This design comes from an exercise in tuning for small area and a short achievable clock period on the open sky130 flow, not from production work. Function was checked by simulation only, so behaviour that the tests miss may differ from the original. Power is estimated from default activity; no workload was simulated.

**flow/design.v**
```verilog
package dense2_pkg;
  localparam int unsigned N_IN      = 120;
  localparam int unsigned N_OUT     = 10;
  localparam int unsigned DW        = 16;
  localparam int unsigned FRAC_BITS = 8;
  localparam int unsigned ACC_W     = 32;
  localparam int unsigned AW        = 7;
  localparam int unsigned IDX_W     = 4;
  localparam int unsigned PW        = 2 * DW;
  localparam logic [DW-1:0] SAT_MAX = {1'b0, {(DW-1){1'b1}}};
  localparam logic [DW-1:0] SAT_MIN = {1'b1, {(DW-1){1'b0}}};
  typedef enum logic [2:0] {
    S_IDLE,
    S_ACCUM,
    S_BIAS_RD,
    S_BIAS_ADD,
    S_OUT,
    S_CLASS
  } state_t;
endpackage
module dense2_neuron_acc
(
  input  logic          clk,
  input  logic          rst,
  input  logic          clear,
  input  logic          mac_en,
  input  logic          bias_en,
  input  logic [dense2_pkg::DW-1:0] sample,
  input  logic [dense2_pkg::DW-1:0] weight,
  input  logic [dense2_pkg::DW-1:0] bias,
  output logic [dense2_pkg::DW-1:0] logit
);
  logic signed [dense2_pkg::PW-1:0] sample_x;
  logic signed [dense2_pkg::PW-1:0] weight_x;
  logic signed [dense2_pkg::PW-1:0] prod;
  logic signed [dense2_pkg::PW-1:0] prod_sh;
  logic [dense2_pkg::ACC_W-1:0]     acc;
  logic [dense2_pkg::ACC_W-1:0]     mac_term;
  logic [dense2_pkg::ACC_W-1:0]     bias_sum;
  logic [dense2_pkg::DW-1:0]        bias_sat;
  assign sample_x = dense2_pkg::PW'($signed(sample));
  assign weight_x = dense2_pkg::PW'($signed(weight));
  assign prod     = sample_x * weight_x;
  assign prod_sh  = prod >>> dense2_pkg::FRAC_BITS;
  assign mac_term = dense2_pkg::ACC_W'(prod_sh);
  assign bias_sum = acc + dense2_pkg::ACC_W'($signed(bias));
  assign bias_sat = (bias_sum[dense2_pkg::ACC_W-1:dense2_pkg::DW-1] == {(dense2_pkg::ACC_W-dense2_pkg::DW+1){bias_sum[dense2_pkg::ACC_W-1]}})
                  ? bias_sum[dense2_pkg::DW-1:0]
                  : (bias_sum[dense2_pkg::ACC_W-1] ? dense2_pkg::SAT_MIN : dense2_pkg::SAT_MAX);
  always_ff @(posedge clk) begin
    if (rst || clear) begin
      acc <= '0;
    end else if (mac_en) begin
      acc <= acc + mac_term;
    end else if (bias_en) begin
      acc <= bias_sum;
    end
  end
  always_ff @(posedge clk) begin
    if (rst) begin
      logit <= '0;
    end else if (bias_en) begin
      logit <= bias_sat;
    end
  end
endmodule
module dense2_argmax
(
  input  logic                clk,
  input  logic                rst,
  input  logic                in_valid,
  input  logic                frame_start_in,
  input  logic                frame_end_in,
  input  logic [dense2_pkg::DW-1:0]       dense_input,
  output logic                rom_en,
  output logic [dense2_pkg::AW-1:0]       rom_addr,
  input  logic [dense2_pkg::N_OUT*dense2_pkg::DW-1:0] rom_data,
  output logic                out_valid,
  output logic                frame_start_out,
  output logic                frame_end_out,
  output logic [dense2_pkg::DW-1:0]       logit_out,
  output logic                class_valid,
  output logic [dense2_pkg::IDX_W-1:0]    class_idx,
  output logic                err
);
  dense2_pkg::state_t state;
  dense2_pkg::state_t state_n;
  logic [dense2_pkg::AW-1:0]     cnt;
  logic [dense2_pkg::AW-1:0]     cnt_n;
  logic              clear;
  logic              take;
  logic              err_c;
  logic              bias_en;
  logic              mac_q;
  logic [dense2_pkg::DW-1:0]     sample_q;
  logic [dense2_pkg::IDX_W-1:0]  out_k;
  logic [dense2_pkg::DW-1:0]     best_val;
  logic [dense2_pkg::IDX_W-1:0]  best_idx;
  logic [dense2_pkg::DW-1:0]     logits [dense2_pkg::N_OUT];
  assign bias_en = (state == dense2_pkg::S_BIAS_ADD);
  for (genvar k = 0; k < dense2_pkg::N_OUT; k++) begin : g_neuron
    dense2_neuron_acc u_acc (
      .clk     (clk),
      .rst     (rst),
      .clear   (clear),
      .mac_en  (mac_q),
      .bias_en (bias_en),
      .sample  (sample_q),
      .weight  (rom_data[k*dense2_pkg::DW +: dense2_pkg::DW]),
      .bias    (rom_data[k*dense2_pkg::DW +: dense2_pkg::DW]),
      .logit   (logits[k])
    );
  end
  always_ff @(posedge clk) begin
    if (rst) begin
      state <= dense2_pkg::S_IDLE;
    end else begin
      state <= state_n;
    end
  end
  always_comb begin
    state_n  = state;
    cnt_n    = cnt;
    rom_en   = 1'b0;
    rom_addr = '0;
    clear    = 1'b0;
    take     = 1'b0;
    err_c    = 1'b0;
    case (state)
      dense2_pkg::S_IDLE: begin
        if (in_valid && frame_start_in) begin
          if (frame_end_in) begin
            err_c = 1'b1;
          end else begin
            clear    = 1'b1;
            take     = 1'b1;
            rom_en   = 1'b1;
            cnt_n    = dense2_pkg::AW'(1);
            state_n  = dense2_pkg::S_ACCUM;
          end
        end
      end
      dense2_pkg::S_ACCUM: begin
        if (in_valid) begin
          take   = 1'b1;
          rom_en = 1'b1;
          if (frame_start_in) begin
            err_c = 1'b1;
            clear = 1'b1;
            cnt_n = dense2_pkg::AW'(1);
          end else begin
            rom_addr = cnt;
            if (frame_end_in) begin
              if (cnt == dense2_pkg::AW'(dense2_pkg::N_IN - 1)) begin
                state_n = dense2_pkg::S_BIAS_RD;
              end else begin
                err_c   = 1'b1;
                state_n = dense2_pkg::S_IDLE;
              end
            end else if (cnt == dense2_pkg::AW'(dense2_pkg::N_IN - 1)) begin
              err_c   = 1'b1;
              state_n = dense2_pkg::S_IDLE;
            end else begin
              cnt_n = cnt + dense2_pkg::AW'(1);
            end
          end
        end
      end
      dense2_pkg::S_BIAS_RD: begin
        rom_en   = 1'b1;
        rom_addr = dense2_pkg::AW'(dense2_pkg::N_IN);
        err_c    = in_valid;
        state_n  = dense2_pkg::S_BIAS_ADD;
      end
      dense2_pkg::S_BIAS_ADD: begin
        err_c   = in_valid;
        state_n = dense2_pkg::S_OUT;
      end
      dense2_pkg::S_OUT: begin
        err_c = in_valid;
        if (out_k == dense2_pkg::IDX_W'(dense2_pkg::N_OUT - 1)) begin
          state_n = dense2_pkg::S_CLASS;
        end
      end
      dense2_pkg::S_CLASS: begin
        err_c   = in_valid;
        state_n = dense2_pkg::S_IDLE;
      end
      default: begin
        state_n = dense2_pkg::S_IDLE;
      end
    endcase
    if (rst) begin
      rom_en   = 1'b0;
      rom_addr = '0;
    end
  end
  always_ff @(posedge clk) begin
    if (rst) begin
      cnt             <= '0;
      mac_q           <= 1'b0;
      sample_q        <= '0;
      out_k           <= '0;
      best_val        <= '0;
      best_idx        <= '0;
      out_valid       <= 1'b0;
      frame_start_out <= 1'b0;
      frame_end_out   <= 1'b0;
      logit_out       <= '0;
      class_valid     <= 1'b0;
      class_idx       <= '0;
      err             <= 1'b0;
    end else begin
      cnt             <= cnt_n;
      mac_q           <= take;
      err             <= err_c;
      out_valid       <= 1'b0;
      frame_start_out <= 1'b0;
      frame_end_out   <= 1'b0;
      class_valid     <= 1'b0;
      if (take) begin
        sample_q <= dense_input;
      end
      case (state)
        dense2_pkg::S_BIAS_ADD: begin
          out_k <= '0;
        end
        dense2_pkg::S_OUT: begin
          out_valid       <= 1'b1;
          logit_out       <= logits[out_k];
          frame_start_out <= (out_k == '0);
          frame_end_out   <= (out_k == dense2_pkg::IDX_W'(dense2_pkg::N_OUT - 1));
          out_k           <= out_k + dense2_pkg::IDX_W'(1);
          if ((out_k == '0) || ($signed(logits[out_k]) > $signed(best_val))) begin
            best_val <= logits[out_k];
            best_idx <= out_k;
          end
        end
        dense2_pkg::S_CLASS: begin
          class_valid <= 1'b1;
          class_idx   <= best_idx;
        end
        default: begin
        end
      endcase
    end
  end
endmodule
```
**flow/constraint.sdc**
```tcl
create_clock -name core_clock -period 11.0 [get_ports {clk}]
set_input_delay 2.2000 -clock core_clock [delete_from_list [all_inputs] [get_ports {clk}]]
set_output_delay 2.2000 -clock core_clock [all_outputs]
set_load 0.01 [all_outputs]
```
**flow/config.mk**
```make
export PLATFORM = sky130hd
export DESIGN_NAME = dense2_argmax
export DESIGN_NICKNAME = dense2_argmax
export VERILOG_FILES = /design/flow/design.v
export SDC_FILE = /design/flow/constraint.sdc
export NUM_CORES = 4
export LEC_CHECK = 0
export CAP_MARGIN = 20
export CORE_MARGIN = 2
export CORE_UTILIZATION = 40
export PLACE_DENSITY = 0.6
export SLEW_MARGIN = 20
```
**flow/run.sh**
```bash
#!/bin/bash
# synth_recipe.tcl (not shown) runs the flow's synth.tcl, then flattens the netlist and writes it again
# the make line also repeats each setting of config.mk as NAME=value (left out here)
make -C /OpenROAD-flow-scripts/flow DESIGN_CONFIG=/design/flow/config.mk WORK_HOME=/design/flow/orfs CLKGATE_MAP_FILE= SYNTH_SCRIPT=/design/flow/synth_recipe.tcl finish
```
==> metrics.md <==
| Metric | Value |
|---|---|
| H-Tree Depth | 3 |
| Worst Tran Pin Value | between 1 and 1.5 ns |
| Vias/cell | roughly 5.3 |
| Area taken by multi-input logic gates | 122,200 um2 |
| Seq cells post-synth | 556 |
| Final Skew | ~0.092 ns |
| DR vias | 119,400 |
| DRT iter0 DRCs | roughly 7,500 |
| Complex-gate fraction of the synthesized area | about an eighth |
| RSZ-0062 raised after global routing | false |
| Maximum VDD drop | 136.0 uV |
| CP delay by family, top | adder cells |
| Post-synthesis xor/xnor area fraction | just under 5% |
| WP buf/inv | 6 |
| PortBufs | 213 |
| Pin count of the biggest net entering global routing | 161 |
| Setup crit end kind | flop |
| Worst hold stages | 2 |
| Fin area | roughly 160,000 um2 |
| Most used cell, CP | fa_1 |
| Post-place instance area | around 160,000 um2 |
| Initial cell density of the core | between 40% and 50% |
| Reg clk slew, reported paths | around 0.060 ns |
| GRT Residual Overflow | 0 |
| Critical register-to-register path startpoint | sample_q[7]$_SDFFE_PP0P_ |
| Post-synthesis mux area share | less than 1% |
| Number of global-route vias before repair | 123,300 |
| Initial antenna violation count | 42 |
| Tcrit/Tclk final | a little over nine tenths |
| Final Wtd Congestion | slightly above 0.9 |
| Largest family of logic cells by synthesized area | adder cells |
| Crit-path max FO | 4 |
| CTS tree | yes |
| Worst R2R End | g_neuron[8].u_acc.acc[31]$_SDFFE_PP0P_ |
| Area leader, netlist | fa_1 |
| Dpl hpwl | about 360,000 um |
| CTS max path bufs | 3 |
| Top FF cell, synth | dfxtp_1 |
| WL/cell | ~19 um |
| Worst-Skew Late Latency | 0.78 ns |
| Startpoint types | input pin |
| Final nets | 22,100 |
| Root Driver | clkbuf_16 |
| Seq/Total Area, Yosys | about 7.6% |
| Rel. slew slack | 24.00% |
| Final Hold Fails | 0 |
| GR Util All Layers | 23.78% |
| Boundary Pins | between 200 and 250 |
| Drt total wl | between 400,000 and 500,000 um |
| Required time of the critical path | approximately 12 ns |
| Pleak | 0.08209 uW |
| Worst hold slack | 0.4623 ns |
| Yosys cell types | about 110 |
| Filler Cell Count | 35,880 |
| Most numerous cell in the Yosys netlist | inv_1 |
| Average cell area after synthesis | ~8.6 um2 |
| Syn nets | approximately 21,000 |
| Crit path largest cell delay | ~0.56 ns |
| Synthesized area | 147,300 um2 |
| Number of max-cap violations | 0 |
| Top-area cell type share of the netlist area | 35.75% |
| Clock Sinks | roughly 560 |
| Slowest cell on crit path | clkdlybuf4s50_1 |
| Layout cell share with drive strength beyond 1 | roughly 7.3% |
| Run status | no timing/DRC/antenna violations |
| Adder-Cell Fraction of Synth Area | between 40% and 50% |
| Hold Path Origin | class_idx[3]$_SDFFE_PP0P_ |
| Final Slew Violations | 0 |
| Worst Hold Class | reg -> reg |
| Setup CP Type | in -> reg |
| WHS Endpoint | class_idx[3]$_SDFFE_PP0P_ |
| Area grow syn2layout | 11.79% |
| Area of the core | 366,100 um2 |
| Num CTS Buffers | slightly below 80 |
| Remaining DRCs | 0 |
| Routed Antenna Nets | 0 |
| Die W | slightly above 600 um |
| Fin crit period | around 11 ns |
| R2r worst-path depth | 37 |
| Cells after Synth | 17,230 |
| Die Y | around 610 um |
| Max Freq | between 0.09 and 0.1 GHz |
| Die area | 373,100 um2 |
| Reg area | approximately 11,000 um2 |
| Synth cell count leaders | inv_1 (3,020), fa_1 (2,630), nand2_1 (1,811) |
| Core Rows | around 220 |
| Cell Pwr Density | about 130 nW/um2 |
| Setup violators final | 0 |
| First-pass GRT wire length | 700,700 um |
| Warnings, synthesis | 3 |
| Post-synth EDFFs | 0 |
| FFs w/ async S/R, synth | 0% |
| Drt first pass iters | 6 |
| Critical path arrival | approximately 11 ns |
| R2R Setup Slk | about 1.4 ns |
| Top post-synthesis cells by area | fa_1 (36%), ha_1 (12%), inv_1 (7.7%) |
| Synth Area in Simple Gates | 17.23% |
worst max-delay path by stage:
| stage | cells past startpoint | endpoint | start |
|---|---|---|---|
| global route | 36 | g_neuron[2].u_acc.acc[30]$_SDFFE_PP0P_ | rom_data[36] |
| finish | 36 | g_neuron[2].u_acc.acc[30]$_SDFFE_PP0P_ | rom_data[33] |
| global placement | 42 | g_neuron[9].u_acc.acc[31]$_SDFFE_PP0P_ | rom_data[145] |
| CTS | 42 | g_neuron[9].u_acc.acc[31]$_SDFFE_PP0P_ | rom_data[145] |
| floorplan | 33 | g_neuron[4].u_acc.acc[31]$_SDFFE_PP0P_ | rom_data[65] |
| detailed placement | 41 | g_neuron[9].u_acc.acc[31]$_SDFFE_PP0P_ | rom_data[145] |
timing repair:
| item | 4_1_cts | 5_1_grt |
|---|---|---|
| buffers inserted | 0 | 3 |
| resized for setup | 0 | 20 |
| endpoints found under the setup margin | 0 | 9 |
| hold buffers | 0 | 0 |
routing by layer:
metal	wire length [um]	track usage (%)	part of all wire, %	vias to the layer above
li1	-	-	-	56300
met1	196100	32.48	45	59720
met2	203700	39.43	47	2780
met3	25010	3.381	5.7	565
met4	12930	6.175	3.0	24
met5	243	0	0.055	-
flip-flops by register name (all words and copies together) (netlist names), 3 cells and up:
name and cells:
class_idx 4, logit_out 16, cnt 7, state 3, best_val 16, g_neuron.u_acc.acc 320
out_k 4, best_idx 4, g_neuron.u_acc.logit 160, sample_q 16
cell type report:
| cell class | instances | share of cell area, % |
|---|---|---|
| Inverter | 3022 | 6.892 |
| Clock inverter | 44 | 0.3731 |
| Clock buffer | 95 | 1.280 |
| Sequential cell | 556 | 6.799 |
| Tap cell | 4816 | 3.660 |
| Antenna cell | 18 | 0.02736 |
| Multi-Input combinational cell | 12920 | 74.23 |
| Timing Repair Buffer | 1270 | 6.742 |
kinds of logic after synthesis:
family | count (synthesis)
compound gates | 2733
xor+xnor | 818
fa+ha+maj | 4075
buf+inv | 3752
flops | 556
mux | 39
simple gates | 5252
placed cells by master, fill, tap and decap left out, drive strengths merged, types with 64 or more instances in the layout:
cell type	netlist	routed
and3	120	120
o21bai	94	94
o21a	151	151
buf	42	1058
dfxtp	556	556
nor3	220	220
inv	3021	3026
a211oi	376	376
clkbuf	688	95
nand4	79	79
nand3	165	165
nand2	1812	1812
xor2	262	262
xnor2	555	555
or3	77	77
o21ai	374	374
and2	1263	1263
nand2b	167	167
ha	1445	1445
clkdlybuf4s50	0	209
a21oi	768	768
nor2b	110	110
a31oi	64	64
nor2	1076	1076
fa	2630	2630
a21o	290	290
power by group:
part	switching, uW	leakage (uW)	total (uW)	internal (uW)
registers	128	0.00451	2220	2100
logic	9210	0.0763	17100	7920
clock network	1200	0.00132	2780	1580
stage by stage:
stage / instances / setup slack, ns / util, % / power (uW) / TNS [ns]
floorplan: 17230 / 0.4865 / - / 14080 / 0
global placement: 22580 / -0.6177 / 44.19 / 19150 / -2.601
detailed placement: 22580 / -0.4388 / 44.19 / 19270 / -2.815
CTS: 22720 / 0.2785 / 44.93 / 22260 / 0
global route: 22730 / 0.003752 / 44.97 / 24470 / 0
finish: 22740 / 0.4802 / 44.98 / 22130 / 0
tightest hold or removal path, cell delays in order, from the launching register on:
cell and delay, ns:
dfxtp_1 0.31, nand2_1 0.05, a21oi_1 0.05

## re-timing with driven ports
The results above use ideal ports. As a check the final layout listed here was re-extracted and re-timed, cells and wires unchanged.
Step 1: set_driving_cell puts a clkbuf_16 on clk and a buf_2 on each other input, an assumption about the parent block.
Step 2 moves the port delays by t, midway between the first and last clock arrival at a register: inputs arrive t later, outputs are due t later. That takes back most of the time a late clock gives input paths.
Slacks: no drivers / after step 1 / after step 2; pairs: no drivers / after step 1.
shift t [ns]: 0.836
setup WS [ns]: 0.480 / 0.562 / -0.274
hold WS [ns]: 0.462 / 0.462 / 0.462
worst register clock-pin slew, ns: 0.08 / 0.08
Met with ideal ports but missed after step 2: setup timing in this run. For this run, drivers alone change the setup slack by +0.082 ns; drivers and shift together by -0.754 ns.
